From an optimization exercise on the open Yosys and OpenROAD flow, aimed at a short achievable clock period and few clock cycles per item; shortcuts taken in it are not production practice.
Only simulation tests tie the RTL to the original design; equivalence was not proved.
No run shown here takes its clock network from TritonCTS; it comes from the design's own scripts or RTL.
The flow treats the clock pin as an ideal source. Dropping or thinning the clock tree relies on that and would not hold on a real chip.
Power is estimated from default activity; no workload was simulated.

File: design.v
`timescale 1ns / 1ps
package srrw_pkg;
   localparam int SLOTS        = 31;
   localparam int WINDOW       = 5;
   localparam int SEQ_W    = 16;
   localparam int HANDLE_W = 32;
   localparam int LEN_W    = 10;
   localparam int HEAD_W   = 24;
   localparam int KIND_W   = 2;
   localparam int BLK_W    = 6;
   localparam logic [HEAD_W-1:0] FIN_WORD = 24'h46494E;
   localparam logic [KIND_W-1:0] KIND_ACK = 2'd0;
   localparam logic [KIND_W-1:0] KIND_REL = 2'd1;
   localparam logic [KIND_W-1:0] KIND_FIN = 2'd2;
   localparam int PAIR_W   = HANDLE_W + LEN_W;
endpackage
`timescale 1ns / 1ps
module srrw_front (
   input  logic                                clock,
   input  logic                                reset,
   input  logic                                acc,
   input  logic [srrw_pkg::SEQ_W-1:0]          req_seq_value,
   input  logic [srrw_pkg::HEAD_W-1:0]         req_head_bytes,
   output logic                                take,
   output logic                                fin,
   output logic [srrw_pkg::SLOTS-1:0]          s_oh
);
   logic        opened_ff, finished_ff;
   logic [63:0] blk_dec;
   always_comb begin
      blk_dec = 64'd1 << req_seq_value[srrw_pkg::SEQ_W-1 -: srrw_pkg::BLK_W];
      for (int i = 0; i < srrw_pkg::SLOTS; i++) begin
         s_oh[i] = blk_dec[i] | blk_dec[i + 31] | ((i < 2) ? blk_dec[(i + 62) % 64] : 1'b0);
      end
   end
   assign fin  = opened_ff && (req_head_bytes == srrw_pkg::FIN_WORD);
   assign take = acc && !finished_ff;
   always_ff @(posedge clock) begin
      if (reset) begin
         opened_ff   <= 1'b0;
         finished_ff <= 1'b0;
      end else if (take) begin
         opened_ff <= 1'b1;
         if (fin) begin
            finished_ff <= 1'b1;
         end
      end
   end
endmodule
`timescale 1ns / 1ps
module srrw_queue (
   input  logic                         clock,
   input  logic                         reset,
   input  logic                         load,
   input  logic                         hold,
   input  logic                         fin,
   input  logic                         last,
   input  logic [srrw_pkg::SEQ_W-1:0]   seq,
   output logic                         v_ff,
   output logic                         fin_ff,
   output logic                         last_ff,
   output logic [srrw_pkg::SEQ_W-1:0]   seq_ff
);
   always_ff @(posedge clock) begin
      if (reset) begin
         v_ff <= 1'b0;
      end else begin
         v_ff <= v_ff ? hold : load;
      end
   end
   always_ff @(posedge clock) begin
      if (!v_ff) begin
         fin_ff  <= fin;
         last_ff <= last;
         seq_ff  <= seq;
      end
   end
endmodule
`timescale 1ns / 1ps
module srrw_back (
   input  logic                          clock,
   input  logic                          reset,
   input  logic                          take,
   input  logic                          fin,
   input  logic [srrw_pkg::SLOTS-1:0]    s_oh,
   input  logic [srrw_pkg::BLK_W-1:0]    blk,
   input  logic [srrw_pkg::SEQ_W-1:0]    seq,
   input  logic [srrw_pkg::PAIR_W-1:0]   pair,
   input  logic                          rsp_stall,
   output logic                          stall_ff,
   output logic                          ready_ff,
   output logic                          rsp_valid,
   output logic [srrw_pkg::KIND_W-1:0]   rsp_kind,
   output logic [srrw_pkg::SEQ_W-1:0]    rsp_ack_seq,
   output logic [srrw_pkg::HANDLE_W-1:0] rsp_out_handle,
   output logic [srrw_pkg::LEN_W-1:0]    rsp_out_len,
   output logic                          rsp_last
);
   localparam int S = srrw_pkg::SLOTS;
   localparam int P = srrw_pkg::PAIR_W;
   localparam int G = 4;                   
   logic                        rel_ff, rel_in;
   logic [S-1:0]                ptr_ff;
   logic [S-1:0]                pend_ff;
   logic [srrw_pkg::WINDOW-1:0] rk_ff;     
   logic                        lr_ff;     
   logic                        lr_next;
   logic [4:0]                  c0_ff;
   logic [5:0]                  c1_ff;
   logic [6:0]                  c2_ff;
   logic                        out_v, out_nv;
   logic [srrw_pkg::KIND_W-1:0] out_kind;
   logic [srrw_pkg::SEQ_W-1:0]  out_seq;
   logic [P-1:0]                out_pair;
   logic                        out_last;
   localparam int W = srrw_pkg::KIND_W + srrw_pkg::SEQ_W + P + 1;
   logic [W-1:0]                nw, ow, out_w, out_sh;
   logic [srrw_pkg::KIND_W-1:0] nw_kind;
   logic [srrw_pkg::SEQ_W-1:0]  nw_seq;
   logic [P-1:0]                nw_pair;
   logic                        nw_last;
   logic                        sk_v, sk_fin, sk_last;
   logic [srrw_pkg::SEQ_W-1:0]  sk_seq;
   logic                        hold, hit, dat, adv, last_rel, sk_in, run_end;
   logic [S-1:0]                ptr_r1, ptr_r2;
   logic [P-1:0]                wb_pair;
   logic [S-1:0]                wb_we;
   logic [S-1:0]                rp_ff;     
   logic [3:0]                  idx_ff;    
   logic [P-1:0]                a_part [G];
   logic [P-1:0]                a_part_ff [G];
   logic [3:0]                  a_idx_ff;
   logic                        a_byp_ff;
   logic [P-1:0]                a_bpair_ff;
   logic [P-1:0]                b_data;
   logic [P-1:0]                pre_ff [4];
   logic [3:0]                  pp_ff;     
   logic [3:0]                  pp_in;
   logic [P-1:0]                pre_sel;
   assign ptr_r1 = {ptr_ff[S-2:0], ptr_ff[S-1]};
   assign ptr_r2 = {ptr_ff[S-3:0], ptr_ff[S-1:S-2]};
   assign hold     = !out_nv && rsp_stall;
   assign hit      = (blk == {1'b0, c0_ff}) || (blk == c1_ff) || ({1'b0, blk} == c2_ff);
   assign dat      = take && !fin;
   assign adv      = rel_ff && !sk_v && !hold;
   always_comb begin
      pre_sel = '0;
      for (int k = 1; k <= 4; k++) begin
         pre_sel = pre_sel | (pre_ff[k-1] & {P{rk_ff[k]}});
      end
      lr_next = rk_ff[3];
      for (int k = 0; k < 3; k++) begin
         lr_next = lr_next | (rk_ff[k] & !pp_ff[k+1]);
      end
   end
   assign last_rel = lr_ff;
   assign run_end  = adv && last_rel;
   assign rel_in   = rel_ff ? !run_end : (dat && hit);
   assign sk_in    = sk_v ? hold : (take && hold);
   always_ff @(posedge clock) begin
      if (reset) begin
         wb_we <= '0;
      end else begin
         wb_we <= (ready_ff && dat) ? s_oh : '0;
      end
   end
   always_ff @(posedge clock) begin
      if (ready_ff) begin
         wb_pair <= pair;
      end
   end
   logic [P-1:0] st [S];
   genvar g;
   generate
      for (g = 0; g < S; g++) begin : g_st
         logic [P-1:0] st_ff;
         always_ff @(posedge clock) begin
            if (wb_we[g]) begin
               st_ff <= wb_pair;
            end
         end
         assign st[g] = st_ff;
      end
   endgenerate
   always_comb begin
      for (int j = 0; j < G; j++) begin
         a_part[j] = '0;
         for (int i = 8 * j; i < 8 * j + 8 && i < S; i++) begin
            a_part[j] = a_part[j] | (st[i] & {P{rp_ff[i]}});
         end
      end
   end
   always_ff @(posedge clock) begin
      for (int j = 0; j < G; j++) begin
         a_part_ff[j] <= a_part[j];
      end
      a_idx_ff   <= idx_ff;
      a_byp_ff   <= |(wb_we & rp_ff);
      a_bpair_ff <= wb_pair;
   end
   always_comb begin
      b_data = '0;
      for (int j = 0; j < G; j++) begin
         b_data = b_data | a_part_ff[j];
      end
      if (a_byp_ff) begin
         b_data = a_bpair_ff;
      end
   end
   always_ff @(posedge clock) begin
      for (int k = 0; k < 4; k++) begin
         if (a_idx_ff[k]) begin
            pre_ff[k] <= b_data;
         end
      end
   end
   always_comb begin
      for (int k = 0; k < 4; k++) begin
         pp_in[k] = 1'b0;
         for (int i = 0; i < S; i++) begin
            pp_in[k] = pp_in[k] | ((pend_ff[i] | wb_we[i]) & ptr_ff[(i + S - 1 - k) % S]);
         end
      end
   end
   always_ff @(posedge clock) begin
      if (!rel_ff) begin
         pp_ff <= pp_in;
      end
   end
   always_ff @(posedge clock) begin
      if (reset) begin
         rel_ff   <= 1'b0;
         stall_ff <= 1'b0;
         ready_ff <= 1'b1;
         ptr_ff   <= {{(S-1){1'b0}}, 1'b1};
         rp_ff    <= {{(S-2){1'b0}}, 2'b10};
         idx_ff   <= 4'b0001;
         c0_ff    <= 5'd0;
         c1_ff    <= 6'd31;
         c2_ff    <= 7'd62;
         pend_ff  <= '0;
         rk_ff    <= 5'b00001;
         lr_ff    <= 1'b1;
      end else begin
         rel_ff   <= rel_in;
         stall_ff <= rel_in || sk_in;
         ready_ff <= !(rel_in || sk_in);
         if (rel_ff) begin
            if (run_end) begin
               rp_ff  <= ptr_r2;
               idx_ff <= 4'b0001;
            end else begin
               rp_ff  <= {rp_ff[S-2:0], rp_ff[S-1]};
               idx_ff <= {idx_ff[2:0], 1'b0};
            end
         end else if (dat && hit) begin
            rp_ff  <= {rp_ff[S-2:0], rp_ff[S-1]};
            idx_ff <= 4'b0010;
         end
         if (adv) begin
            rk_ff   <= {rk_ff[srrw_pkg::WINDOW-2:0], 1'b0};
            lr_ff   <= lr_next;
            pend_ff <= pend_ff & ~ptr_ff;
            ptr_ff  <= ptr_r1;
            c0_ff   <= (c0_ff == 5'd30) ? 5'd0 : c0_ff + 5'd1;
            c1_ff   <= (c1_ff == 6'd61) ? 6'd31 : c1_ff + 6'd1;
            c2_ff   <= (c2_ff == 7'd92) ? 7'd62 : c2_ff + 7'd1;
         end else begin
            pend_ff <= pend_ff | (wb_we & ~ptr_ff);
            if (!rel_ff) begin
               rk_ff <= 5'b00001;
               lr_ff <= !pp_in[0];
            end
         end
      end
   end
   srrw_queue u_queue (
      .clock   (clock),
      .reset   (reset),
      .load    (take && hold),
      .hold    (hold),
      .fin     (fin),
      .last    (fin || !hit),
      .seq     (fin ? {srrw_pkg::SEQ_W{1'b0}} : seq),
      .v_ff    (sk_v),
      .fin_ff  (sk_fin),
      .last_ff (sk_last),
      .seq_ff  (sk_seq)
   );
   always_ff @(posedge clock) begin
      if (reset) begin
         out_v  <= 1'b0;
         out_nv <= 1'b1;
      end else if (!hold) begin
         out_v  <= sk_v || rel_ff || take;
         out_nv <= !(sk_v || rel_ff || take);
      end
   end
   always_comb begin
      if (sk_v) begin
         nw_kind = sk_fin ? srrw_pkg::KIND_FIN : srrw_pkg::KIND_ACK;
         nw_seq  = sk_seq;
         nw_pair = '0;
         nw_last = sk_last;
      end else if (rel_ff) begin
         nw_kind = srrw_pkg::KIND_REL;
         nw_seq  = '0;
         nw_pair = rk_ff[0] ? wb_pair : pre_sel;
         nw_last = last_rel;
      end else begin
         nw_kind = fin ? srrw_pkg::KIND_FIN : srrw_pkg::KIND_ACK;
         nw_seq  = fin ? {srrw_pkg::SEQ_W{1'b0}} : seq;
         nw_pair = '0;
         nw_last = fin || !hit;
      end
   end
   assign nw = {nw_kind, nw_seq, nw_pair, nw_last};
   assign ow = hold ? ~out_sh : nw;
   always_ff @(posedge clock) begin
      out_w  <= ow;
      out_sh <= ~ow;
   end
   assign {out_kind, out_seq, out_pair, out_last} = out_w;
   assign rsp_valid      = out_v;
   assign rsp_kind       = out_kind;
   assign rsp_ack_seq    = out_seq;
   assign rsp_out_handle = out_pair[P-1 -: srrw_pkg::HANDLE_W];
   assign rsp_out_len    = out_pair[srrw_pkg::LEN_W-1:0];
   assign rsp_last       = out_last;
endmodule
`timescale 1ns / 1ps
module selective_repeat_receive_window (
   input  logic                clock,
   input  logic                reset,
   input  logic                req_valid,
   output logic                req_stall,
   input  logic [srrw_pkg::SEQ_W-1:0]    req_seq_value,
   input  logic [srrw_pkg::HANDLE_W-1:0] req_payload_handle,
   input  logic [srrw_pkg::LEN_W-1:0]    req_payload_len,
   input  logic [srrw_pkg::HEAD_W-1:0]   req_head_bytes,
   output logic                rsp_valid,
   input  logic                rsp_stall,
   output logic [srrw_pkg::KIND_W-1:0]   rsp_kind,
   output logic [srrw_pkg::SEQ_W-1:0]    rsp_ack_seq,
   output logic [srrw_pkg::HANDLE_W-1:0] rsp_out_handle,
   output logic [srrw_pkg::LEN_W-1:0]    rsp_out_len,
   output logic                rsp_last
);
   logic                        stall_ff, ready_ff, take, fin;
   logic [srrw_pkg::SLOTS-1:0]  s_oh;
   assign req_stall = stall_ff;
   srrw_front u_front (
      .clock          (clock),
      .reset          (reset),
      .acc            (req_valid && ready_ff),
      .req_seq_value  (req_seq_value),
      .req_head_bytes (req_head_bytes),
      .take           (take),
      .fin            (fin),
      .s_oh           (s_oh)
   );
   srrw_back u_back (
      .clock          (clock),
      .reset          (reset),
      .take           (take),
      .fin            (fin),
      .s_oh           (s_oh),
      .blk            (req_seq_value[srrw_pkg::SEQ_W-1 -: srrw_pkg::BLK_W]),
      .seq            (req_seq_value),
      .pair           ({req_payload_handle, req_payload_len}),
      .rsp_stall      (rsp_stall),
      .stall_ff       (stall_ff),
      .ready_ff       (ready_ff),
      .rsp_valid      (rsp_valid),
      .rsp_kind       (rsp_kind),
      .rsp_ack_seq    (rsp_ack_seq),
      .rsp_out_handle (rsp_out_handle),
      .rsp_out_len    (rsp_out_len),
      .rsp_last       (rsp_last)
   );
endmodule
File: flow/run.sh
#!/bin/bash
# Own layout flow: the standard ORFS flow (standard.sh) with two changes.
#  - Ports are buffered with buf_4 cells instead of the smallest buffer in the library.
#  - The clock tree comes from flow/mycts.tcl, sourced before CTS in place of TritonCTS: the
#    clock port drives four root buffers, each root drives the leaf buffers of a quadrant, each
#    leaf buffer drives a cluster of about 20 nearby flip-flops.
# Everything else (synthesis, floorplan, placement, timing repair, routing, finishing) is the
# standard flow. The make output goes to standard.log; each ORFS step keeps its own log under
# orfs/logs.
set -euo pipefail
W=$(pwd)
bash standard.sh finish \
   "PRE_CTS_TCL=$W/flow/mycts.tcl" \
   "BUFFER_PORTS_ARGS=-buffer_cell sky130_fd_sc_hd__buf_4" > "$W/standard.log" 2>&1
File: flow/mycts.tcl
# Two-level clock tree in place of TritonCTS: the clock port drives four root buffers, one per
# quadrant of the sinks; each root drives the leaf buffers of its quadrant; each leaf buffer
# drives a cluster of nearby flip-flops. Sourced as PRE_CTS_TCL, it replaces the
# clock_tree_synthesis command that cts.tcl then calls.
if { ![info exists ::env(MYCTS_LEAF)] } { set ::env(MYCTS_LEAF) 20 }
if { ![info exists ::env(MYCTS_LEAF_BUF)] } { set ::env(MYCTS_LEAF_BUF) sky130_fd_sc_hd__clkbuf_16 }
if { ![info exists ::env(MYCTS_ROOT_BUF)] } { set ::env(MYCTS_ROOT_BUF) sky130_fd_sc_hd__clkbuf_16 }

proc mycts_split { items {frac 0.5} } {
  # items: list of {x y iterm}; split along the longer side, the first part taking frac of them
  set xs [lmap i $items { lindex $i 0 }]
  set ys [lmap i $items { lindex $i 1 }]
  set w [expr { [tcl::mathfunc::max {*}$xs] - [tcl::mathfunc::min {*}$xs] }]
  set h [expr { [tcl::mathfunc::max {*}$ys] - [tcl::mathfunc::min {*}$ys] }]
  set k [expr { $w >= $h ? 0 : 1 }]
  set s [lsort -real -index $k $items]
  set n [expr { int(round([llength $s] * $frac)) }]
  return [list [lrange $s 0 [expr { $n - 1 }]] [lrange $s $n end]]
}

proc mycts_cluster { items maxn } {
  # clusters of at most maxn items, as few as that allows, of near equal size
  set n [llength $items]
  set k [expr { ($n + $maxn - 1) / $maxn }]
  if { $k <= 1 } { return [list $items] }
  set k1 [expr { $k / 2 }]
  set out {}
  foreach part [mycts_split $items [expr { double($k1) / $k }]] {
    lappend out {*}[mycts_cluster $part $maxn]
  }
  return $out
}

proc mycts_centroid { items } {
  set sx 0.0
  set sy 0.0
  foreach i $items {
    set sx [expr { $sx + [lindex $i 0] }]
    set sy [expr { $sy + [lindex $i 1] }]
  }
  set n [llength $items]
  return [list [expr { int($sx / $n) }] [expr { int($sy / $n) }]]
}

proc mycts_buffer { block master name x y innet outnet } {
  set inst [odb::dbInst_create $block $master $name]
  set w [[$inst getMaster] getWidth]
  set h [[$inst getMaster] getHeight]
  $inst setLocation [expr { $x - $w / 2 }] [expr { $y - $h / 2 }]
  $inst setPlacementStatus PLACED
  [$inst findITerm A] connect $innet
  [$inst findITerm X] connect $outnet
  return $inst
}

rename clock_tree_synthesis tritoncts_clock_tree_synthesis
proc clock_tree_synthesis { args } {
  set db [ord::get_db]
  set block [ord::get_db_block]
  set clk [$block findNet clock]
  set leafm [$db findMaster $::env(MYCTS_LEAF_BUF)]
  set rootm [$db findMaster $::env(MYCTS_ROOT_BUF)]
  set sinks {}
  foreach it [$clk getITerms] {
    set inst [$it getInst]
    set loc [$inst getLocation]
    set m [$inst getMaster]
    set x [expr { [lindex $loc 0] + [$m getWidth] / 2 }]
    set y [expr { [lindex $loc 1] + [$m getHeight] / 2 }]
    lappend sinks [list $x $y $it]
  }
  puts "mycts: [llength $sinks] sinks"
  # quadrants of equal sink count, then leaf clusters inside each
  set quads {}
  foreach half [mycts_split $sinks] {
    lappend quads {*}[mycts_split $half]
  }
  set nleaf 0
  set q 0
  foreach quad $quads {
    set rootnet [odb::dbNet_create $block "clknet_root_$q"]
    $rootnet setSigType CLOCK
    set leaves {}
    foreach cl [mycts_cluster $quad $::env(MYCTS_LEAF)] {
      set c [mycts_centroid $cl]
      set net [odb::dbNet_create $block "clknet_leaf_$nleaf"]
      $net setSigType CLOCK
      foreach s $cl {
        set it [lindex $s 2]
        $it disconnect
        $it connect $net
      }
      mycts_buffer $block $leafm "clkbuf_leaf_$nleaf" [lindex $c 0] [lindex $c 1] $rootnet $net
      lappend leaves $c
      incr nleaf
    }
    set rc [mycts_centroid $leaves]
    mycts_buffer $block $rootm "clkbuf_root_$q" [lindex $rc 0] [lindex $rc 1] $clk $rootnet
    incr q
  }
  puts "mycts: 4 roots, $nleaf leaves"
  global_connect
  set_propagated_clock [all_clocks]
}
File: standard.sh
#!/bin/bash
# synth_recipe.tcl (not shown) runs the flow's synth.tcl, then flattens the netlist and writes it again
# the make line also repeats each setting of config.mk as NAME=value (left out here)
make -C /OpenROAD-flow-scripts/flow DESIGN_CONFIG=/design/flow/config.mk WORK_HOME=/design/flow/orfs CLKGATE_MAP_FILE= SYNTH_SCRIPT=/design/flow/synth_recipe.tcl "${@:-finish}"
File: config.mk
export PLATFORM = sky130hd
export DESIGN_NAME = selective_repeat_receive_window
export DESIGN_NICKNAME = selective_repeat_receive_window
export VERILOG_FILES = /design/flow/design.v
export SDC_FILE = /design/flow/constraint.sdc
export NUM_CORES = 4
export LEC_CHECK = 0
export ABC_CLOCK_PERIOD_IN_PS = 1200
export CAP_MARGIN = 20
export CORE_MARGIN = 2
export CORE_UTILIZATION = 40
export SETUP_SLACK_MARGIN = 1.25
export SLEW_MARGIN = 20
export TNS_END_PERCENT = 100
File: constraint.sdc
create_clock -name core_clock -period 3.0 [get_ports {clock}]
set_input_delay 0.6000 -clock core_clock [delete_from_list [all_inputs] [get_ports {clock}]]
set_output_delay 0.6000 -clock core_clock [all_outputs]
set_load 0.01 [all_outputs]
==> results.txt, run 1 <==
Synth
The mean cell area of the mapped netlist is about 16 sq um. The fraction of synthesis flops using an asynchronous set or reset pin is 0%. For this run, the register share of the synthesized area comes to 79.9%. For this run, the leading register cell type out of synthesis is sky130_fd_sc_hd__edfxtp_1.

The area share of the largest cell type after synthesis is 65.7%. The synthesized design contains 2030 register bits. The cell area after technology mapping is 70100 sq um. In this run, distinct cell masters in the synthesized netlist total 56. The number of nets in the synthesized netlist is ~4400. After synthesis, the most frequently instantiated cells are sky130_fd_sc_hd__edfxtp_1, sky130_fd_sc_hd__a22oi_1, sky130_fd_sc_hd__dfxtp_1. Among all cell types in the netlist, the one instantiated most often is sky130_fd_sc_hd__edfxtp_1. The number of warnings reported in the yosys synthesis log is 7.

The synthesized design contains roughly 1500 enable-type register cells. Summed over all instances, the cell type with the most area after synthesis is sky130_fd_sc_hd__edfxtp_1. Ranked by total cell area, the synthesized netlist is headed by sky130_fd_sc_hd__edfxtp_1, sky130_fd_sc_hd__dfxtp_1, sky130_fd_sc_hd__a22oi_1, sky130_fd_sc_hd__nand4_1, sky130_fd_sc_hd__clkbuf_1. The cell count after synthesis is 4277.

GRT
Entering global routing, the biggest net connects between 80 and 90 pins. The global-route wire length before repair is between 200 and 300 mm. The initial antenna violation count was 18.

The via count of the first global-routing pass is 39200. The global routing usage summed across all routing layers is a little under a quarter. The sum of overflow across all layers after global routing is 0.

Setup path
The kind of start point of the critical path is a flop. The origin of the critical flop-to-flop path is u_back.c2_ff[3]$_SDFFE_PP1P_. The critical path goes through xor2_1 -> or4_4 -> o21a_4 -> a22o_4 -> buf_12 -> mux2_4.

The type of element capturing the critical path is a flop. For the worst setup path, the data arrival time is between 2000 and 3000 ps. Data on the critical path is required at its endpoint by roughly 3500 ps. The category of cells accounting for the largest share of critical-path delay is compound AO/OA/AOI/OAI gates. The worst setup path is of the reg2reg kind. The worst flop-to-flop path endpoint is u_back.rp_ff[17]$_SDFFE_PP0P_. The slowest stage of the critical path belongs to the cell sky130_fd_sc_hd__or4_4. The number of cells on the worst reg-to-reg path is 6. Across all register-to-register paths, the minimum setup slack is 870 ps.

Together, buffers and inverters on the worst path number 1. Of all nets on the critical path, the largest fanout is 7. In this design, the stage delay of the slowest critical-path cell is 530 ps.

Layout
The post-layout net count is between 4000 and 5000. Counting the fill cells in the layout gives between 10000 and 15000. Relative to the synthesized area, the layout overhead comes to 13.5%. In the final layout, the share of cells above drive strength 1 is 16.4%.

Drt
Dividing the detail-routed via count by the number of cells gives 6.05. The routed wire length is 217 mm. The final route contains 41500 vias. The count of TritonRoute iterations in the first routing pass is 14. In this run the remaining antenna-violating nets after routing total 0. In the routed design, unresolved DRC markers number 0.

Dividing the detail-routed wire length by the instance count gives 31.6 um. The violation count after the first detailed-routing iteration is approximately 6500.

STA
The final-report setup violation count is 0. The fmax is about 0.47 GHz. The final worst setup slack is a little under 900 ps. Final hold analysis gives a worst-case slack of approximately 150 ps.

The number of max-slew violations in the final report is 0. Clock skew on the completed layout was measured at between 40 and 50 ps. The smallest clock period supported by the final layout is computed as ~2100 ps. The number of hold violations in the final report is 0. The worst max-slew margin expressed relative to the limit is about a third.

The final critical-path share of the clock period is between 70% and 80%. The slew at the pin closest to its max-slew limit is between 1000 and 1500 ps. The sum of negative setup slack is 0 ps. Setup repair after global routing could not meet its margin everywhere.

Clock network
The hold-fix buffer count after cts is 0. The later pin in the worst-skew pair is clocked with a latency of around 630 ps. The register clock-pin slew on the reported worst setup and hold paths is 90 ps.

Floorplan
The core region is approximately 170000 sq um. The die covers 179000 sq um. The placement row count is ~150. The floorplan step set the die width to between 400 and 500 um.

Pin placement for this block handled 149 I/O pins. The initial utilization of the core area, before any placement, comes to about two fifths. The vertical extent of the die is ~420 um.

Place
OpenSTA, run right after detailed placement, puts the worst setup slack at slightly above 300 ps. Input and output buffers added on the ports amount to ~150. The placer's final routability congestion estimate is roughly 0.94. The half-perimeter wire length of the detailed placement result is about 130 mm.

Pwr
Power comes to between 40000 and 50000 uW. For this design the static power due to leakage is approximately 0.026 uW. For this design the ratio of total power to cell area is roughly 600 nW/um^2. The worst voltage drop across the vdd grid is between 0.7 and 0.8 mV.

Min path
The end of the worst hold path is u_back.wb_pair[3]$_DFFE_PP_. The worst hold path begins at req_payload_len[3]. In this run the worst hold path is classified as in2reg. Along the worst hold path, the cell count comes to 1.

Flow run
The tool flagged a number of max-cap violations equal to 0.

Outcome
The flow ran to the end and the layout has no timing, DRC or antenna violations.
-- kinds of logic after synthesis --
kind of cell | count (synthesis) | synth area share (%)
DFF | 2030 | 79.9
AOI/OAI and AO/OA | 1106 | 11.3
and+or+nand+nor | 697 | 5.12
buffers and inverters | 320 | 1.76
muxes | 87 | 1.47
xor gates and xnor gates | 31 | 0.387
adders and majority gates | 6 | 0.107
-- registers in the layout (all words and copies together), names as in the netlist, 3 cells and up --
register               count
u_back.out_sh             61
u_back.wb_pair            42
u_back.pre_ff            168
u_back.idx_ff              4
u_back.c1_ff               6
u_back.g_st.st_ff       1302
u_back.ptr_ff             31
u_back.wb_we              31
u_back.a_bpair_ff         42
u_back.c2_ff               7
u_back.c0_ff               5
u_back.rk_ff               5
u_back.rp_ff              31
u_back.a_idx_ff            4
u_back.a_part_ff         168
u_back.pend_ff            31
u_back.pp_ff               3
u_back.u_queue.seq_ff     16
u_back.out_w              61
-- stage by stage --
| stage | std cells | cell area (sq um) | util [%] |
|---|---|---|---|
| global route | 6863 | 79600 | 45.7 |
| CTS | 6816 | 78600 | 45.2 |
| finish | 6866 | 79600 | 45.7 |
| detailed placement | 6674 | 75000 | 43.1 |
| global placement | 6673 | 75000 | 43.1 |
| floorplan | 4277 | 70300 | - |
-- power by group --
group          leakage [uW]  internal, uW  switching [uW]
sequential           0.0181         30600             410
combinational       0.00657           487             923
clock               0.00133          6280            8210
total                0.0260         37300            9540
-- layer usage --
layer	track usage (%)	wire (um)	vias up
met1	33.0	88400	21400
met4	5.56	6890	4
li1	-	-	17500
met2	35.8	98500	2312
met3	4.58	23200	383
met5	0	32	-
-- how the worst max path moves through the flow --
stage	end	depth (start not counted)	slack, ps	start
2_1_floorplan	u_back.rp_ff[10]$_SDFFE_PP0P_	7	650	req_seq_value[13]
3_3_place_gp	u_back.rp_ff[30]$_SDFFE_PP0P_	6	330	req_head_bytes[10]
3_5_place_dp	u_back.rp_ff[30]$_SDFFE_PP0P_	6	310	req_head_bytes[0]
4_1_cts	u_back.rp_ff[24]$_SDFFE_PP0P_	6	880	u_back.c2_ff[3]$_SDFFE_PP1P_
5_1_grt	u_back.rp_ff[17]$_SDFFE_PP0P_	6	840	u_back.c2_ff[4]$_SDFFE_PP1P_
6_report	u_back.rp_ff[17]$_SDFFE_PP0P_	6	870	u_back.c2_ff[3]$_SDFFE_PP1P_
-- timing repair --
action,CTS,global route
setup buffers,29,40
pin swaps,8,10
setup endpoints to repair,534,281
gates cloned,5,7
gates resized for setup,79,83
-- cells in the final DEF, fill, tap and decap left out, drive strengths merged, types with 6 or more instances in the layout --
| cell | count |
|---|---|
| a31oi | 6 |
| o32ai | 44 |
| a32oi | 17 |
| nand3 | 57 |
| a22oi | 683 |
| nor2b | 33 |
| inv | 57 |
| mux2i | 44 |
| a2bb2oi | 31 |
| nor3 | 15 |
| xor2 | 13 |
| a21oi | 80 |
| nor4 | 51 |
| xnor2 | 18 |
| a222oi | 43 |
| dfxtp | 497 |
| buf | 403 |
| and3 | 50 |
| ha | 6 |
| nor2 | 149 |
| and2 | 17 |
| mux2 | 43 |
| edfxtp | 1533 |
| nand2 | 138 |
| clkbuf | 115 |
| o21ai | 170 |
| nand4 | 164 |
| a21o | 6 |
-- area by class of cell --
type	instances	area (sq um)	area share, %
sequential	2030	56200	70.6
multi-input combinational	1930	13600	17.1
timing repair buffer	411	3930	4.94
tap	2325	2910	3.66
buffer	108	2700	3.40
inverter	58	234	0.294
timing repair inverter	1	7.51	0.00943
antenna	3	7.51	0.00943
Testbench counts, summed over its fixed seeds: cycles 14,337, packets 8,000.
==> run 2: changes to the inputs <==
--- a/design.v
+++ b/design.v
@@ -101,4 +101,6 @@
    localparam int G = 4;                   
    logic                        rel_ff, rel_in;
+   logic                        nrel_ff, w_nsk_ff, w_rel_ff;
+   logic                        advn_ff;   
    logic [S-1:0]                ptr_ff;
    logic [S-1:0]                pend_ff;
@@ -126,12 +128,17 @@
    logic [P-1:0]                wb_pair;
    logic [S-1:0]                wb_we;
-   logic [S-1:0]                rp_ff;     
-   logic [3:0]                  idx_ff;    
-   logic [P-1:0]                a_part [G];
-   logic [P-1:0]                a_part_ff [G];
-   logic [3:0]                  a_idx_ff;
-   logic                        a_byp_ff;
+   logic [S-1:0]                ptr_r3;
+   logic [S-1:0]                rp2_ff;    
+   logic [3:0]                  idx2_ff;   
+   logic [S-1:0]                sel [3];
+   logic [P-1:0]                a_rd [3][G];
+   logic                        a_wr [3];
+   logic [3:0]                  tgt [2];
+   logic [P-1:0]                a_part [2][G];
+   logic [P-1:0]                a_part_ff [2][G];
+   logic [3:0]                  a_idx_ff [2];
+   logic                        a_byp_ff [2];
    logic [P-1:0]                a_bpair_ff;
-   logic [P-1:0]                b_data;
+   logic [P-1:0]                b_data [2];
    logic [P-1:0]                pre_ff [4];
    logic [3:0]                  pp_ff;     
@@ -140,8 +147,9 @@
    assign ptr_r1 = {ptr_ff[S-2:0], ptr_ff[S-1]};
    assign ptr_r2 = {ptr_ff[S-3:0], ptr_ff[S-1:S-2]};
+   assign ptr_r3 = {ptr_ff[S-4:0], ptr_ff[S-1:S-3]};
    assign hold     = !out_nv && rsp_stall;
    assign hit      = (blk == {1'b0, c0_ff}) || (blk == c1_ff) || ({1'b0, blk} == c2_ff);
    assign dat      = take && !fin;
-   assign adv      = rel_ff && !sk_v && !hold;
+   assign adv      = !advn_ff && !hold;
    always_comb begin
       pre_sel = '0;
@@ -183,33 +191,52 @@
       end
    endgenerate
+   assign sel[0] = ptr_r1;
+   assign sel[1] = ptr_r2;
+   assign sel[2] = rp2_ff;
+   assign tgt[0] = nrel_ff ? 4'b0001 : 4'b0000;
+   assign tgt[1] = nrel_ff ? 4'b0010 : idx2_ff;
    always_comb begin
-      for (int j = 0; j < G; j++) begin
-         a_part[j] = '0;
-         for (int i = 8 * j; i < 8 * j + 8 && i < S; i++) begin
-            a_part[j] = a_part[j] | (st[i] & {P{rp_ff[i]}});
+      for (int r = 0; r < 3; r++) begin
+         for (int j = 0; j < G; j++) begin
+            a_rd[r][j] = '0;
+            for (int i = 8 * j; i < 8 * j + 8 && i < S; i++) begin
+               a_rd[r][j] = a_rd[r][j] | (st[i] & {P{sel[r][i]}});
+            end
          end
+         a_wr[r] = |(wb_we & sel[r]);
+      end
+      for (int j = 0; j < G; j++) begin
+         a_part[0][j] = a_rd[0][j];
+         a_part[1][j] = nrel_ff ? a_rd[1][j] : a_rd[2][j];
       end
    end
    always_ff @(posedge clock) begin
-      for (int j = 0; j < G; j++) begin
-         a_part_ff[j] <= a_part[j];
+      for (int r = 0; r < 2; r++) begin
+         for (int j = 0; j < G; j++) begin
+            a_part_ff[r][j] <= a_part[r][j];
+         end
+         a_idx_ff[r] <= tgt[r];
       end
-      a_idx_ff   <= idx_ff;
-      a_byp_ff   <= |(wb_we & rp_ff);
+      a_byp_ff[0] <= a_wr[0];
+      a_byp_ff[1] <= nrel_ff ? a_wr[1] : a_wr[2];
       a_bpair_ff <= wb_pair;
    end
    always_comb begin
-      b_data = '0;
-      for (int j = 0; j < G; j++) begin
-         b_data = b_data | a_part_ff[j];
-      end
-      if (a_byp_ff) begin
-         b_data = a_bpair_ff;
+      for (int r = 0; r < 2; r++) begin
+         b_data[r] = '0;
+         for (int j = 0; j < G; j++) begin
+            b_data[r] = b_data[r] | a_part_ff[r][j];
+         end
+         if (a_byp_ff[r]) begin
+            b_data[r] = a_bpair_ff;
+         end
       end
    end
    always_ff @(posedge clock) begin
       for (int k = 0; k < 4; k++) begin
-         if (a_idx_ff[k]) begin
-            pre_ff[k] <= b_data;
+         if (a_idx_ff[0][k]) begin
+            pre_ff[k] <= b_data[0];
+         end else if (a_idx_ff[1][k]) begin
+            pre_ff[k] <= b_data[1];
          end
       end
@@ -224,5 +251,5 @@
    end
    always_ff @(posedge clock) begin
-      if (!rel_ff) begin
+      if (nrel_ff) begin
          pp_ff <= pp_in;
       end
@@ -231,9 +258,13 @@
       if (reset) begin
          rel_ff   <= 1'b0;
+         nrel_ff  <= 1'b1;
+         w_nsk_ff <= 1'b1;
+         w_rel_ff <= 1'b0;
+         advn_ff  <= 1'b1;
          stall_ff <= 1'b0;
          ready_ff <= 1'b1;
          ptr_ff   <= {{(S-1){1'b0}}, 1'b1};
-         rp_ff    <= {{(S-2){1'b0}}, 2'b10};
-         idx_ff   <= 4'b0001;
+         rp2_ff   <= {{(S-4){1'b0}}, 4'b1000};
+         idx2_ff  <= 4'b0100;
          c0_ff    <= 5'd0;
          c1_ff    <= 6'd31;
@@ -244,17 +275,16 @@
       end else begin
          rel_ff   <= rel_in;
+         nrel_ff  <= !rel_in;
+         w_nsk_ff <= !sk_in;
+         w_rel_ff <= rel_in && !sk_in;
+         advn_ff  <= !(rel_in && !sk_in);
          stall_ff <= rel_in || sk_in;
          ready_ff <= !(rel_in || sk_in);
          if (rel_ff) begin
-            if (run_end) begin
-               rp_ff  <= ptr_r2;
-               idx_ff <= 4'b0001;
-            end else begin
-               rp_ff  <= {rp_ff[S-2:0], rp_ff[S-1]};
-               idx_ff <= {idx_ff[2:0], 1'b0};
-            end
-         end else if (dat && hit) begin
-            rp_ff  <= {rp_ff[S-2:0], rp_ff[S-1]};
-            idx_ff <= 4'b0010;
+            rp2_ff  <= {rp2_ff[S-2:0], rp2_ff[S-1]};
+            idx2_ff <= {idx2_ff[2:0], 1'b0};
+         end else begin
+            rp2_ff  <= ptr_r3;
+            idx2_ff <= 4'b0100;
          end
          if (adv) begin
@@ -298,10 +328,10 @@
    end
    always_comb begin
-      if (sk_v) begin
+      if (!w_nsk_ff) begin
          nw_kind = sk_fin ? srrw_pkg::KIND_FIN : srrw_pkg::KIND_ACK;
          nw_seq  = sk_seq;
          nw_pair = '0;
          nw_last = sk_last;
-      end else if (rel_ff) begin
+      end else if (w_rel_ff) begin
          nw_kind = srrw_pkg::KIND_REL;
          nw_seq  = '0;
==> flow/run.sh (replaced) <==
#!/bin/bash
# Own layout flow: the standard ORFS flow (standard.sh) with three changes.
#  - Ports are buffered with buf_4 cells instead of the smallest buffer in the library.
#  - The clock tree comes from flow/mycts.tcl, sourced before CTS in place of TritonCTS: the
#    clock port drives four root buffers, each root drives the leaf buffers of a quadrant, each
#    leaf buffer drives a cluster of about 20 nearby flip-flops.
#  - Besides the platform's don't-use cells, the slow 4-input OR/NOR cells and the
#    a2111/o2111 cells are not used, so that synthesis maps wide ORs to faster trees.
# Everything else (synthesis, floorplan, placement, timing repair, routing, finishing) is the
# standard flow. The make output goes to standard.log; each ORFS step keeps its own log under
# orfs/logs.
set -euo pipefail
W=$(pwd)
DU=" sky130_fd_sc_hd__probe_p_8 sky130_fd_sc_hd__probec_p_8 sky130_fd_sc_hd__lpflow_bleeder_1 sky130_fd_sc_hd__lpflow_clkbufkapwr_1 sky130_fd_sc_hd__lpflow_clkbufkapwr_16 sky130_fd_sc_hd__lpflow_clkbufkapwr_2 sky130_fd_sc_hd__lpflow_clkbufkapwr_4 sky130_fd_sc_hd__lpflow_clkbufkapwr_8 sky130_fd_sc_hd__lpflow_clkinvkapwr_1 sky130_fd_sc_hd__lpflow_clkinvkapwr_16 sky130_fd_sc_hd__lpflow_clkinvkapwr_2 sky130_fd_sc_hd__lpflow_clkinvkapwr_4 sky130_fd_sc_hd__lpflow_clkinvkapwr_8 sky130_fd_sc_hd__lpflow_decapkapwr_12 sky130_fd_sc_hd__lpflow_decapkapwr_3 sky130_fd_sc_hd__lpflow_decapkapwr_4 sky130_fd_sc_hd__lpflow_decapkapwr_6 sky130_fd_sc_hd__lpflow_decapkapwr_8 sky130_fd_sc_hd__lpflow_inputiso0n_1 sky130_fd_sc_hd__lpflow_inputiso0p_1 sky130_fd_sc_hd__lpflow_inputiso1n_1 sky130_fd_sc_hd__lpflow_inputiso1p_1 sky130_fd_sc_hd__lpflow_inputisolatch_1 sky130_fd_sc_hd__lpflow_isobufsrc_1 sky130_fd_sc_hd__lpflow_isobufsrc_16 sky130_fd_sc_hd__lpflow_isobufsrc_2 sky130_fd_sc_hd__lpflow_isobufsrc_4 sky130_fd_sc_hd__lpflow_isobufsrc_8 sky130_fd_sc_hd__lpflow_isobufsrckapwr_16 sky130_fd_sc_hd__lpflow_lsbuf_lh_hl_isowell_tap_1 sky130_fd_sc_hd__lpflow_lsbuf_lh_hl_isowell_tap_2 sky130_fd_sc_hd__lpflow_lsbuf_lh_hl_isowell_tap_4 sky130_fd_sc_hd__lpflow_lsbuf_lh_isowell_4 sky130_fd_sc_hd__lpflow_lsbuf_lh_isowell_tap_1 sky130_fd_sc_hd__lpflow_lsbuf_lh_isowell_tap_2 sky130_fd_sc_hd__lpflow_lsbuf_lh_isowell_tap_4 #  sky130_fd_sc_hd__a2111o_1 sky130_fd_sc_hd__a2111o_2 sky130_fd_sc_hd__a2111o_4 sky130_fd_sc_hd__a2111oi_0 sky130_fd_sc_hd__a2111oi_1 sky130_fd_sc_hd__a2111oi_2 sky130_fd_sc_hd__a2111oi_4 sky130_fd_sc_hd__nor4_1 sky130_fd_sc_hd__nor4_2 sky130_fd_sc_hd__nor4_4 sky130_fd_sc_hd__nor4b_1 sky130_fd_sc_hd__nor4b_2 sky130_fd_sc_hd__nor4b_4 sky130_fd_sc_hd__nor4bb_1 sky130_fd_sc_hd__nor4bb_2 sky130_fd_sc_hd__nor4bb_4 sky130_fd_sc_hd__o2111a_1 sky130_fd_sc_hd__o2111a_2 sky130_fd_sc_hd__o2111a_4 sky130_fd_sc_hd__o2111ai_1 sky130_fd_sc_hd__o2111ai_2 sky130_fd_sc_hd__o2111ai_4 sky130_fd_sc_hd__or4_1 sky130_fd_sc_hd__or4_2 sky130_fd_sc_hd__or4_4 sky130_fd_sc_hd__or4b_1 sky130_fd_sc_hd__or4b_2 sky130_fd_sc_hd__or4b_4 sky130_fd_sc_hd__or4bb_1 sky130_fd_sc_hd__or4bb_2 sky130_fd_sc_hd__or4bb_4 "
bash standard.sh finish \
   "PRE_CTS_TCL=$W/flow/mycts.tcl" \
   "BUFFER_PORTS_ARGS=-buffer_cell sky130_fd_sc_hd__buf_4" \
   "DONT_USE_CELLS=$DU" > "$W/standard.log" 2>&1
--- a/config.mk
+++ b/config.mk
@@ -10,5 +10,5 @@
 export CORE_MARGIN = 2
 export CORE_UTILIZATION = 40
-export SETUP_SLACK_MARGIN = 1.25
+export SETUP_SLACK_MARGIN = 1.35
 export SLEW_MARGIN = 20
 export TNS_END_PERCENT = 100
==> results.txt, run 2 <==
Setup path
The kind of start point of the critical path is a flop (unchanged). The arrival time reported for the critical path endpoint was 2110 ps (was 2640 ps). List of cells traversed by the critical path: buf_6 -> a22oi_2 -> nand4_1 (was xor2_1 -> or4_4 -> o21a_4 -> a22o_4 -> buf_12 -> mux2_4).

The critical path start-end classification was reg2reg (unchanged). The maximum fanout along the worst path is 12 (was 7). The buffers plus inverters on the worst setup path is 1 (unchanged).

The type of element capturing the critical path is a flop (unchanged). The required time of the worst setup path is 3260 ps (was 3510 ps). The cell with the biggest individual delay on the critical path was sky130_fd_sc_hd__nand4_1 (was sky130_fd_sc_hd__or4_4). The largest incremental delay on the critical path was 690 ps (was 530 ps).

The category of cells accounting for the largest share of critical-path delay was simple AND/OR/NAND/NOR gates (was compound AO/OA/AOI/OAI gates).

STA
The minimum clock period is 1850 ps (was 2130 ps). The number of max-slew violations in the final report was 0 (unchanged). The number of hold violations in the final report came to 0 (unchanged). The worst max-slew margin expressed relative to the limit came to 26.7% (was 33.2%). The final-report setup violation count was 0 (unchanged). The fmax is 0.540 GHz (was 0.469 GHz). Setup repair after global routing missed its margin: yes (unchanged). The sum of negative setup slack was 0 ps (unchanged). The final critical-path share of the clock period came to 61.7% (was 71.1%). The slew at the pin closest to its max-slew limit is 1090 ps (was 1000 ps).

The worst clock skew is 43.6 ps (was 41.2 ps).

Floorplan
The placement row count came to 172 (was 153). The number of top-level pins is 149 (unchanged). The width of the die is 474 um (was 423 um). The die footprint is 225000 sq um (was 179000 sq um).

The vertical extent of the die is 474 um (was 423 um). The placeable core area is 220000 sq um (was 174000 sq um). The starting density of the core was 40.2% (was 40.3%).

Pwr
The leakage component of the power came to 0.0342 uW (was 0.0260 uW). The power per standard cell area came to 497 nW/um^2 (was 589 nW/um^2). The worst voltage drop across the vdd grid is 0.556 mV (was 0.751 mV).

Layout
The most common library cell in the layout ignoring fill and taps is sky130_fd_sc_hd__edfxtp_1 (unchanged). The final non-filler cell area came to 104000 sq um (was 79600 sq um). The register with the highest flop count was u_back.g_st.st_ff (unchanged). The share of layout cells above drive strength 1 is 19.0% (was 16.4%). Largest registers: u_back.g_st.st_ff: 1302 flops, u_back.a_part_ff: 336 flops, u_back.pre_ff: 168 flops (was u_back.g_st.st_ff: 1302 flops, u_back.a_part_ff: 168 flops, u_back.pre_ff: 168 flops). The post-layout net count came to 7180 (was 4632). The flip-flop count of the largest register, all copies and words added is 1302 (unchanged).

Commonest cells after routing, fill and taps aside: sky130_fd_sc_hd__edfxtp_1, sky130_fd_sc_hd__a22oi_1, sky130_fd_sc_hd__dfxtp_1 (unchanged). The layout-stage area growth over the synthesis result was 18.0% (was 13.5%).

Synth
The cell count after synthesis is 6748 (was 4277). The area share of the largest cell type after synthesis is 52.1% (was 65.7%). The number of flops mapped to enable cells by yosys is 1533 (unchanged).

The mean cell area of the mapped netlist is 13.1 sq um (was 16.4 sq um). The fraction of synthesis flops using an asynchronous set or reset pin is 0% (unchanged). The sequential element share of the synthesized area is 67.3% (was 79.9%). The cell area after technology mapping is 88300 sq um (was 70100 sq um). The most frequently used cell type in the post-synthesis netlist is sky130_fd_sc_hd__edfxtp_1 (unchanged).

The number of storage elements in the synthesis netlist is 2201 (was 2030). The number of warnings reported in the yosys synthesis log was 14 (was 7). The top flip-flop cell by instance count after synthesis is sky130_fd_sc_hd__edfxtp_1 (unchanged). Synth cell count leaders: sky130_fd_sc_hd__edfxtp_1, sky130_fd_sc_hd__a22oi_1, sky130_fd_sc_hd__dfxtp_1 (unchanged). The count of unique library cells instantiated by Yosys came to 64 (was 56). The post-synth net total is 6840 (was 4369). Top post-synthesis cells by area: sky130_fd_sc_hd__edfxtp_1, sky130_fd_sc_hd__dfxtp_1, sky130_fd_sc_hd__a22oi_1, sky130_fd_sc_hd__a222oi_1, sky130_fd_sc_hd__clkbuf_1 (was sky130_fd_sc_hd__edfxtp_1, sky130_fd_sc_hd__dfxtp_1, sky130_fd_sc_hd__a22oi_1, sky130_fd_sc_hd__nand4_1, sky130_fd_sc_hd__clkbuf_1). The largest area contributor in the netlist was sky130_fd_sc_hd__edfxtp_1 (unchanged).

Clock network
The clock insertion delay at the later pin of the skew report came to 700 ps (was 630 ps). The hold-fix buffer count after cts is 0 (unchanged). The register clock-pin slew on the reported worst setup and hold paths is 100 ps (was 90 ps).

Drt
The average detailed-routed wire length per instance came to 41.9 um (was 31.6 um). The violation count after the first detailed-routing iteration is 19100 (was 6490). The via-per-instance ratio is 7.58 (was 6.05). The count of TritonRoute iterations in the first routing pass came to 17 (was 14). The DRC violation count after routing is 0 (unchanged). The via count is 75800 (was 41500). The number of nets still failing antenna checks after routing is 0 (unchanged). The routed wire length is 418 mm (was 217 mm).

Place
The half-perimeter wire length of the detailed placement result is 224 mm (was 125 mm). The placer's final routability congestion estimate is 0.963 (was 0.940). The number of buffers inserted by port buffering came to 148 (unchanged).

The area after detailed placement is 94600 sq um (was 75000 sq um).

Flow run
The count of maximum capacitance violations is 0 (unchanged).

Outcome
Run status: finished clean (unchanged).

GRT
The global-route wire length before repair was 549 mm (was 298 mm). The via count of the first global-routing pass is 68800 (was 39200). The global routing usage summed across all routing layers came to 34.6% (was 22.9%). The initial antenna violation count is 40 (was 18). The largest net degree at the start of global routing is 102 (was 83). The sum of overflow across all layers after global routing is 0 (unchanged).

Min path
The kind of path behind the tightest hold check is in2reg (unchanged).
run 2: final cells by class:
class / instances / area, sq um
repair buffers: 834 / 9990
plain buffers: 116 / 2900
well taps: 2871 / 3590
fillers: 18700 / 115000
flip-flops and latches: 2201 / 59900
inverters: 60 / 251
diodes: 34 / 85.1
multi-input cells: 3875 / 27500
run 2: worst reg2reg max path, stage by stage, from the launching register on:
cell	delay, ps
sky130_fd_sc_hd__dfxtp_4	400
sky130_fd_sc_hd__buf_6	180
sky130_fd_sc_hd__a22oi_2	160
sky130_fd_sc_hd__nand4_1	690
run 2: per-layer routing:
metal  global-route usage [%]  part of all wire, %  vias to the layer above
met4                     21.2                  8.6                       28
met5                        0                0.095                        -
met2                     49.3                   40                     8431
met1                     42.4                   33                    36600
li1                         -                    -                    28500
met3                     16.1                   18                     2189
run 2: what timing repair did:
action | in CTS | in global routing
setup endpoints to repair | 852 | 333
hold endpoints to repair | 0 | 0
resized for setup | 260 | 191
gates cloned | 9 | 13
pin swaps | 18 | 100
setup buffers | 192 | 126
run 2: cells by family (layout without fill, tap and decap cells):
group	count (synthesis)	in the layout	share of synthesized area (%)
AO/OA/AOI/OAI	2537	2538	21.9
XOR/XNOR	30	30	0.298
adder cells (fa/ha/maj)	6	6	0.0850
buffers and inverters	673	1010	3.03
flip-flops	2201	2201	67.3
multiplexers	33	33	0.380
other	0	34	0
AND/OR/NAND/NOR	1268	1268	7.04
run 2: power by group:
group | total [uW] | switching (uW) | internal [uW]
Combinational | 2180 | 1400 | 786
Sequential | 33600 | 587 | 33000
Clock | 16000 | 9250 | 6740
Total | 51700 | 11200 | 40500
run 2: path summary, 6_finish.rpt:
path	start	endpoint	slack (ps)	cells past startpoint
worst max-delay path	u_back.ptr_ff[17]$_SDFFE_PP0P_	u_back.a_part_ff[2][0]$_DFF_P_	1150	3
worst min-delay path	req_payload_handle[12]	u_back.wb_pair[22]$_DFFE_PP_	80	1
worst max register to register	u_back.ptr_ff[17]$_SDFFE_PP0P_	u_back.a_part_ff[2][0]$_DFF_P_	1150	3
worst min register to register	u_back.out_sh[34]$_DFF_P_	u_back.out_w[34]$_DFF_P_	440	1
run 2: per-stage QoR:
stage                     total power, uW  util (%)  hold WS, ps  cells  setup slack (ps)
after floorplan                     34900         -          397   6748              1140
after global placement              36000      43.1          419   9501               411
after detailed placement            36000      43.1          424   9501               328
after CTS                           51400      46.2         47.4   9818              1190
after global routing                52800      47.4         71.7   9957              1180
final                               51700      47.5         76.7   9991              1150
Testbench counts of run 2, summed over its fixed seeds: cycles 14,337, packets 8,000.
==> run 3: changes to the inputs <==
--- a/design.v
+++ b/design.v
@@ -129,9 +129,8 @@
    logic [S-1:0]                wb_we;
    logic [S-1:0]                ptr_r3;
-   logic [S-1:0]                rp2_ff;    
-   logic [3:0]                  idx2_ff;   
-   logic [S-1:0]                sel [3];
-   logic [P-1:0]                a_rd [3][G];
-   logic                        a_wr [3];
+   logic [S-1:0]                sel1_ff;   
+   logic [3:0]                  tgt0_ff;   
+   logic [3:0]                  tgt1_ff;   
+   logic [S-1:0]                sel [2];
    logic [3:0]                  tgt [2];
    logic [P-1:0]                a_part [2][G];
@@ -192,21 +191,15 @@
    endgenerate
    assign sel[0] = ptr_r1;
-   assign sel[1] = ptr_r2;
-   assign sel[2] = rp2_ff;
-   assign tgt[0] = nrel_ff ? 4'b0001 : 4'b0000;
-   assign tgt[1] = nrel_ff ? 4'b0010 : idx2_ff;
+   assign tgt[0] = tgt0_ff;
+   assign sel[1] = sel1_ff;
+   assign tgt[1] = tgt1_ff;
    always_comb begin
-      for (int r = 0; r < 3; r++) begin
+      for (int r = 0; r < 2; r++) begin
          for (int j = 0; j < G; j++) begin
-            a_rd[r][j] = '0;
+            a_part[r][j] = '0;
             for (int i = 8 * j; i < 8 * j + 8 && i < S; i++) begin
-               a_rd[r][j] = a_rd[r][j] | (st[i] & {P{sel[r][i]}});
+               a_part[r][j] = a_part[r][j] | (st[i] & {P{sel[r][i]}});
             end
          end
-         a_wr[r] = |(wb_we & sel[r]);
-      end
-      for (int j = 0; j < G; j++) begin
-         a_part[0][j] = a_rd[0][j];
-         a_part[1][j] = nrel_ff ? a_rd[1][j] : a_rd[2][j];
       end
    end
@@ -217,7 +210,6 @@
          end
          a_idx_ff[r] <= tgt[r];
+         a_byp_ff[r] <= |(wb_we & sel[r]);
       end
-      a_byp_ff[0] <= a_wr[0];
-      a_byp_ff[1] <= nrel_ff ? a_wr[1] : a_wr[2];
       a_bpair_ff <= wb_pair;
    end
@@ -265,6 +257,7 @@
          ready_ff <= 1'b1;
          ptr_ff   <= {{(S-1){1'b0}}, 1'b1};
-         rp2_ff   <= {{(S-4){1'b0}}, 4'b1000};
-         idx2_ff  <= 4'b0100;
+         sel1_ff  <= {{(S-3){1'b0}}, 3'b100};
+         tgt0_ff  <= 4'b0001;
+         tgt1_ff  <= 4'b0010;
          c0_ff    <= 5'd0;
          c1_ff    <= 6'd31;
@@ -281,10 +274,17 @@
          stall_ff <= rel_in || sk_in;
          ready_ff <= !(rel_in || sk_in);
-         if (rel_ff) begin
-            rp2_ff  <= {rp2_ff[S-2:0], rp2_ff[S-1]};
-            idx2_ff <= {idx2_ff[2:0], 1'b0};
+         if (rel_in != rel_ff) begin
+            sel1_ff <= ptr_r3;
+         end else if (rel_ff) begin
+            sel1_ff <= {sel1_ff[S-2:0], sel1_ff[S-1]};
+         end else begin
+            sel1_ff <= ptr_r2;
+         end
+         if (rel_in) begin
+            tgt0_ff <= 4'b0000;
+            tgt1_ff <= rel_ff ? {tgt1_ff[2:0], 1'b0} : 4'b0100;
          end else begin
-            rp2_ff  <= ptr_r3;
-            idx2_ff <= 4'b0100;
+            tgt0_ff <= 4'b0001;
+            tgt1_ff <= 4'b0010;
          end
          if (adv) begin
--- a/config.mk
+++ b/config.mk
@@ -10,4 +10,5 @@
 export CORE_MARGIN = 2
 export CORE_UTILIZATION = 40
+export PLACE_DENSITY = 0.5
 export SETUP_SLACK_MARGIN = 1.35
 export SLEW_MARGIN = 20
==> results.txt, run 3 <==
Pwr
The worst voltage drop across the vdd grid was 0.808 mV (was 0.556 mV). The sequential power share is 64.7% (was 64.9%). The leakage component of the power came to 0.0308 uW (was 0.0342 uW). The design internal power is 40600 uW (was 40500 uW).

The net switching component of the power is 11300 uW (was 11200 uW). The fraction of power consumed by the clock network is 31.0% (was 30.9%). The switching part of the total power is 21.8% (was 21.7%). The power per standard cell area is 544 nW/um^2 (was 497 nW/um^2). The part of the total power dissipated in combinational logic was 4.4% (was 4.2%).

Layout
The layout-stage area growth over the synthesis result came to 17.6% (was 18.0%). Largest registers: u_back.g_st.st_ff: 1302 flops, u_back.a_part_ff: 336 flops, u_back.pre_ff: 168 flops (unchanged). Commonest cells after routing, fill and taps aside: sky130_fd_sc_hd__edfxtp_1, sky130_fd_sc_hd__a22oi_1, sky130_fd_sc_hd__dfxtp_1 (unchanged). The number of fillers in the final layout is 17400 (was 18700). The post-layout net count is 6061 (was 7180). The flip-flop count of the largest register, all copies and words added is 1302 (unchanged). The final non-filler cell area was 95400 sq um (was 104000 sq um).

The share of layout cells above drive strength 1 is 21.2% (was 19.0%). The most common library cell in the layout ignoring fill and taps is sky130_fd_sc_hd__edfxtp_1 (unchanged). The register with the highest flop count is u_back.g_st.st_ff (unchanged).

Synth
The number of warnings reported in the yosys synthesis log is 12 (was 14). The sequential element share of the synthesized area is 73.2% (was 67.3%). Synth cell count leaders: sky130_fd_sc_hd__edfxtp_1, sky130_fd_sc_hd__a22oi_1, sky130_fd_sc_hd__dfxtp_1 (unchanged).

The post-synth net total is 5744 (was 6840). The cell count after synthesis is 5652 (was 6748). The cell area after technology mapping was 81100 sq um (was 88300 sq um). The number of storage elements in the synthesis netlist was 2202 (was 2201).

Top post-synthesis cells by area: sky130_fd_sc_hd__edfxtp_1, sky130_fd_sc_hd__dfxtp_1, sky130_fd_sc_hd__a22oi_1, sky130_fd_sc_hd__nand4_1, sky130_fd_sc_hd__clkbuf_1 (was sky130_fd_sc_hd__edfxtp_1, sky130_fd_sc_hd__dfxtp_1, sky130_fd_sc_hd__a22oi_1, sky130_fd_sc_hd__a222oi_1, sky130_fd_sc_hd__clkbuf_1). The top flip-flop cell by instance count after synthesis is sky130_fd_sc_hd__edfxtp_1 (unchanged). The largest area contributor in the netlist is sky130_fd_sc_hd__edfxtp_1 (unchanged). The mean cell area of the mapped netlist came to 14.4 sq um (was 13.1 sq um). The fraction of synthesis flops using an asynchronous set or reset pin is 0% (unchanged).

The most frequently used cell type in the post-synthesis netlist is sky130_fd_sc_hd__edfxtp_1 (unchanged). The area share of the largest cell type after synthesis is 56.7% (was 52.1%). The number of flops mapped to enable cells by yosys was 1533 (unchanged). The count of unique library cells instantiated by Yosys is 62 (was 64).

Floorplan
The vertical extent of the die is 454 um (was 474 um). The placeable core area is 202000 sq um (was 220000 sq um). The die footprint was 206000 sq um (was 225000 sq um). The number of top-level pins is 149 (unchanged). The starting density of the core is 40.2% (about the same). The placement row count is 165 (was 172). The width of the die is 454 um (was 474 um).

STA
The sum of negative setup slack is 0 ps (unchanged). The worst clock skew is 80.7 ps (was 43.6 ps). The number of max-slew violations in the final report is 0 (unchanged). The final worst setup slack is 1050 ps (was 1150 ps). The worst max-slew margin expressed relative to the limit is 34.4% (was 26.7%). The final-report setup violation count is 0 (unchanged). The final critical-path share of the clock period is 64.9% (was 61.7%). The final-layout worst hold slack is 68.7 ps (was 76.7 ps). The minimum clock period is 1950 ps (was 1850 ps). Setup repair after global routing missed its margin: yes (unchanged). The fmax is 0.514 GHz (was 0.540 GHz).

The slew at the pin closest to its max-slew limit is 984 ps (was 1090 ps). The number of hold violations in the final report is 0 (unchanged).

Setup path
The category of cells accounting for the largest share of critical-path delay is compound AO/OA/AOI/OAI gates (was simple AND/OR/NAND/NOR gates). The buffers plus inverters on the worst setup path is 3 (was 1). The arrival time reported for the critical path endpoint is 2580 ps (was 2110 ps).

The critical path start-end classification was reg2reg (unchanged). The largest incremental delay on the critical path was 430 ps (was 690 ps). The type of element capturing the critical path is a flop (unchanged).

The cell with the biggest individual delay on the critical path is sky130_fd_sc_hd__o211ai_4 (was sky130_fd_sc_hd__nand4_1). The maximum fanout along the worst path is 6 (was 12). List of cells traversed by the critical path: xnor2_2 -> nand4_1 -> nor3_4 -> buf_12 -> o211ai_4 -> buf_6 -> buf_8 -> a21oi_1 -> a311oi_2 (was buf_6 -> a22oi_2 -> nand4_1). The required time of the worst setup path came to 3630 ps (was 3260 ps).

The kind of start point of the critical path is a flop (unchanged).

Clock network
The register clock-pin slew on the reported worst setup and hold paths is 90 ps (was 100 ps). The clock insertion delay at the later pin of the skew report is 740 ps (was 700 ps).

Drt
The highest metal layer with signal wires is met5 (unchanged). The number of nets still failing antenna checks after routing was 0 (unchanged). The count of TritonRoute iterations in the first routing pass is 10 (was 17). The violation count after the first detailed-routing iteration came to 11300 (was 19100). The DRC violation count after routing is 0 (unchanged). The via-per-instance ratio is 6.98 (was 7.58). The amount of wire on met3 after detailed routing is 53.4 mm (was 76.8 mm). The routed length on met2 was 155 mm (was 169 mm). The via count is 60400 (was 75800). The routed wire length is 372 mm (was 418 mm). The average detailed-routed wire length per instance is 43.0 um (was 41.9 um). The wire length on met1 is 137 mm (was 136 mm).

Min path
The kind of path behind the tightest hold check is in2reg (unchanged).

Flow run
The count of maximum capacitance violations is 0 (unchanged).

GRT
The global-route wire length before repair is 483 mm (was 549 mm). The initial antenna violation count is 27 (was 40). The sum of overflow across all layers after global routing is 0 (unchanged).

The via count of the first global-routing pass is 56100 (was 68800). The largest net degree at the start of global routing is 65 (was 102). The global routing usage summed across all routing layers is 34.2% (was 34.6%).

Outcome
Run status: finished clean (unchanged).

Place
The area after detailed placement is 86700 sq um (was 94600 sq um). The placer's final routability congestion estimate is 0.899 (was 0.963). The number of buffers inserted by port buffering was 148 (unchanged). The worst slack at placement is 450 ps (was 328 ps). The half-perimeter wire length of the detailed placement result was 199 mm (was 224 mm).
## run 3: final cells by class
type	instances	area [sq um]	share of cell area, %
antenna	16	40.0	0.0420
buffer	116	2900	3.04
inverter	63	259	0.271
multi-input combinational	2923	21400	22.4
sequential	2202	59900	62.8
tap	2672	3340	3.50
timing repair buffer	663	7540	7.91
## run 3: power groups by stage
stage | combinational (uW) | sequential, uW | clock, uW
after floorplan | 757 | 34300 | 0
after global placement | 1810 | 34300 | 0
after detailed placement | 1840 | 34300 | 0
after CTS | 2070 | 33600 | 16100
after global routing | 2370 | 33600 | 17100
final | 2260 | 33600 | 16100
## run 3: repair_timing
| action | in CTS | in global routing |
|---|---|---|
| resized for setup | 394 | 178 |
| buffers inserted | 149 | 89 |
| endpoints found under the setup margin | 1164 | 284 |
| hold buffers | 0 | 0 |
| gates cloned | 18 | 7 |
| pin swaps | 120 | 95 |
## run 3: worst paths after layout
kind	start	end	slack, ps	cells after the start
hold / removal	req_payload_len[1]	u_back.wb_pair[1]$_DFFE_PP_	70	1
setup reg to reg	u_back.c0_ff[0]$_SDFFE_PP0P_	u_back.sel1_ff[10]$_SDFF_PP0_	1050	9
hold reg to reg	u_back.tgt1_ff[3]$_SDFF_PP0_	u_back.a_idx_ff[1][3]$_DFF_P_	330	0
setup / recovery	u_back.c0_ff[0]$_SDFFE_PP0P_	u_back.sel1_ff[10]$_SDFF_PP0_	1050	9
## run 3: cells by family after synthesis
group / after synthesis / synth area share (%)
buf+inv: 530 / 2.52
compound gates: 1868 / 17.0
mux: 73 / 0.965
fa+ha+maj: 6 / 0.0925
xor+xnor: 31 / 0.335
flops: 2202 / 73.2
simple gates: 942 / 5.82
## run 3: stage by stage
step | std cells | utilization [%] | total power (uW)
after detailed placement | 8259 | 43.0 | 36200
after global routing | 8641 | 47.2 | 53100
after floorplan | 5652 | - | 35000
final | 8655 | 47.3 | 51900
after CTS | 8542 | 46.2 | 51800
after global placement | 8259 | 43.0 | 36100
## run 3: metal layers
metal,vias up,global-route usage [%]
li1,23400,-
met3,1197,11.9
met5,-,0.723
met2,5153,49.5
met4,24,18.8
met1,30600,44.7
## run 3: worst register-to-register path, stage by stage (launching register included)
cell and delay [ps]:
sky130_fd_sc_hd__dfxtp_4 360, sky130_fd_sc_hd__xnor2_2 120, sky130_fd_sc_hd__nand4_1 150, sky130_fd_sc_hd__nor3_4 70, sky130_fd_sc_hd__buf_12 130, sky130_fd_sc_hd__o211ai_4 430, sky130_fd_sc_hd__buf_6 180, sky130_fd_sc_hd__buf_8 120
sky130_fd_sc_hd__a21oi_1 80, sky130_fd_sc_hd__a311oi_2 220
Testbench counts of run 3, summed over its fixed seeds: cycles 14,337, packets 8,000.

==> separate check: timing with driven ports <==
In the flow no input, the clock included, has a driving cell. The finished layouts below were timed again as built, in two steps. Step 1 sets driving cells, clkbuf_16 on the clock port and buf_2 on the other inputs (assumed; they add their load-dependent delay and slew). Step 2 also shifts input and output timing later by t, the mid clock arrival at the registers, as if the neighbouring blocks saw the same clock. Slacks: ideal / step 1 / step 2; pairs: ideal / step 1.
run | t, ns | slack for setup (ns) | worst hold slack (ns) | latest minus earliest clock arrival (ns)
run 1 | 0.789 | 0.867 / 0.867 / 0.416 | 0.154 / 0.008 / 0.352 | 0.042 / 0.042
run 2 | 0.903 | 1.149 / 0.966 / 0.716 | 0.077 / -0.118 / 0.437 | 0.047 / 0.049
run 3 | 0.873 | 1.053 / 0.889 / 0.528 | 0.069 / -0.079 / 0.334 | 0.083 / 0.083
After both steps setup and hold are still met in every run listed. The setup slack of run 3, which loses most, moves by -0.164 ns with the drivers and by -0.525 ns with both steps.
